What follows belongs to an exercise in optimizing a design on an open flow for small area, a short achievable clock period and few clock cycles per item; a production flow would make more cautious choices. The RTL was checked by simulation tests, not by an equivalence proof against the original design. No driver is modelled on the clock port, so clocking that relies on it looks cheaper here than on a real chip. Power is estimated from default activity; no workload was simulated.

## maple
==> flow/design.v (excerpt) <==
module rotating_page_wear_leveler #(
    parameter int PAGES               = 8,
    parameter int CONTAINERS_PER_PAGE = 4,
    parameter int CONTAINER_BYTES     = 16
) (
    input  logic              clk,
    input  logic              rst_n,
    input  logic              start,
    input  rpwl_pkg::cmd_t    cmd,
    output logic              busy,
    output logic              strobe,
    output rpwl_pkg::result_t result
);
export LEC_CHECK = 0
export CAP_MARGIN = 20
export CORE_MARGIN = 2
export CORE_UTILIZATION = 70
export CTS_CLUSTER_DIAMETER = 100
export CTS_CLUSTER_SIZE = 26
export SLEW_MARGIN = 20
export SYNTH_MEMORY_MAX_BITS = 8192
create_clock -name core_clock -period 8.0 [get_ports {clk}]
standard.sh (not shown) runs the stock make flow with config.mk's settings and CLKGATE_MAP_FILE= SYNTH_SCRIPT=/design/flow/synth_recipe.tcl, a recipe that flattens the netlist after the stock synthesis.
==> flow/flow/run.sh <==
#!/bin/bash
set -euo pipefail
bash standard.sh finish SETUP_SLACK_MARGIN=5.5 > layout_make.log 2>&1
Testbench counts of maple, summed over its fixed seeds: cycles 23,764, items 12,000.
Setup changes, maple to ember
# maple
export LEC_CHECK = 0
export CAP_MARGIN = 20
export CORE_MARGIN = 2
export CORE_UTILIZATION = 70
export CTS_CLUSTER_DIAMETER = 100
export CTS_CLUSTER_SIZE = 26
export SLEW_MARGIN = 20
export SYNTH_MEMORY_MAX_BITS = 8192
create_clock -name core_clock -period 8.0 [get_ports {clk}]
# ember
export LEC_CHECK = 0
export CAP_MARGIN = 20
export CORE_MARGIN = 2
export CORE_UTILIZATION = 55
export CTS_CLUSTER_DIAMETER = 100
export CTS_CLUSTER_SIZE = 26
export SLEW_MARGIN = 20
export SYNTH_MEMORY_MAX_BITS = 8192
create_clock -name core_clock -period 8.0 [get_ports {clk}]
==> flow/flow/run.sh <==
#!/bin/bash
set -euo pipefail
bash standard.sh finish SETUP_SLACK_MARGIN=5.3 > layout_make.log 2>&1
Notes after the runs:
- No stage failed in ember, and the final checks on the layout all came back clean.
- On total global-route track usage: between maple and ember, it ends up lower for ember.
- Diff maple -> ember: global-route wire length before repair increased by 0.38% relative to the old numbers; worst setup slack decreased by 0.0038 ns relative to the old numbers; clock buffer count from CTS closely matched the old numbers.
- Power of ember exceeds that of maple slightly.
- On final-layout non-clock buffer area share: ember sits below maple.
- Final-layout clock-cell area share across maple and ember: no real change.
Input-level comparison between tundra and ember:
==> flow/flow/run.sh <==
#!/bin/bash
set -euo pipefail
R=orfs/results/sky130hd/rotating_page_wear_leveler/base
bash standard.sh cts SETUP_SLACK_MARGIN=5.6 > layout_make_cts.log 2>&1
openroad -no_init -exit flow/shorten_clock.tcl > shorten_clock.log 2>&1
bash standard.sh finish SETUP_SLACK_MARGIN=5.6 > layout_make_finish.log 2>&1
==> flow/flow/shorten_clock.tcl (new file) <==
# Remove the branch stage of the clock tree: the loads of each buffer driven by
# the root clock buffer move to the root buffer's net.
set r orfs/results/sky130hd/rotating_page_wear_leveler/base
read_db $r/4_cts.odb
set block [ord::get_db_block]
set root [$block findInst clkbuf_0_clk]
set rootnet [[$root findITerm X] getNet]
set moved 0
foreach it [$rootnet getITerms] {
  set inst [$it getInst]
  if {[$inst getName] eq [$root getName]} { continue }
  if {![string match "sky130_fd_sc_hd__clkbuf_*" [[$inst getMaster] getName]]} { continue }
  set outnet [[$inst findITerm X] getNet]
  foreach lit [$outnet getITerms] {
    if {[[$lit getInst] getName] eq [$inst getName]} { continue }
    $lit disconnect
    $lit connect $rootnet
    incr moved
  }
  puts "removing [$inst getName]"
  odb::dbInst_destroy $inst
  odb::dbNet_destroy $outnet
}
puts "moved $moved loads to [$rootnet getName]"
write_db $r/4_cts.odb
Results
- For the cell count of the worst hold path, tundra came in 1 lower than ember did.
- As far as die area goes, ember and tundra are indistinguishable; the numbers are identical.
- Reported for ember and tundra, clock buffer count from CTS turned out identical to the last digit.
- In tundra, post-detailed-route wirelength per cell is higher than in ember.
- The post-route minimum period of tundra exceeds that of ember by 0.014 ns.
- When the final numbers for ember and tundra were put side by side, the multi-input gate area in the final layout turned out to be greater in tundra.
- Taking ember as the reference, in tundra initial antenna violation count has increased; number of antenna diodes increased 1.
- Between ember and tundra, vias after detailed routing is lower for ember, tundra comes in above that.
- Summary of tundra over ember: via count normalized by instance count went up by 0.37%, wire length of the first global-routing pass rose by about 2.7%.

==> separate check: timing with driven ports <==
The flow's constraints put no driver on any port. The routed layouts listed below were extracted and timed again, unchanged, in two steps. Step 1 (the two cells are an assumption about what drives the block):
set clk [get_ports {clk}]
set_driving_cell -lib_cell sky130_fd_sc_hd__clkbuf_16 $clk
set_driving_cell -lib_cell sky130_fd_sc_hd__buf_2 [delete_from_list [all_inputs] $clk]
Step 2 also shifts input and output timing later by t, the mid clock arrival at the registers, as if the neighbouring blocks saw the same clock. Slacks: ideal ports / drivers / drivers and shift; pairs: ideal ports / drivers.
run | t (ns) | slack for setup (ns) | hold slack, ns | worst setup path at the end | worst data-port slew with drivers (ns)
maple | 0.672 | 5.269 / 5.209 / 4.906 | 0.507 / 0.507 / 0.507 | input to register | 0.07
ember | 0.689 | 5.265 / 5.204 / 4.656 | 0.499 / 0.499 / 0.499 | input to register | 0.05
tundra | 0.704 | 5.251 / 5.191 / 4.973 | 0.496 / 0.496 / 0.496 | input to register | 0.07
After both steps setup and hold are still met in every run listed. The setup slack of ember, which loses most, moves by -0.061 ns with the drivers and by -0.609 ns with both steps.
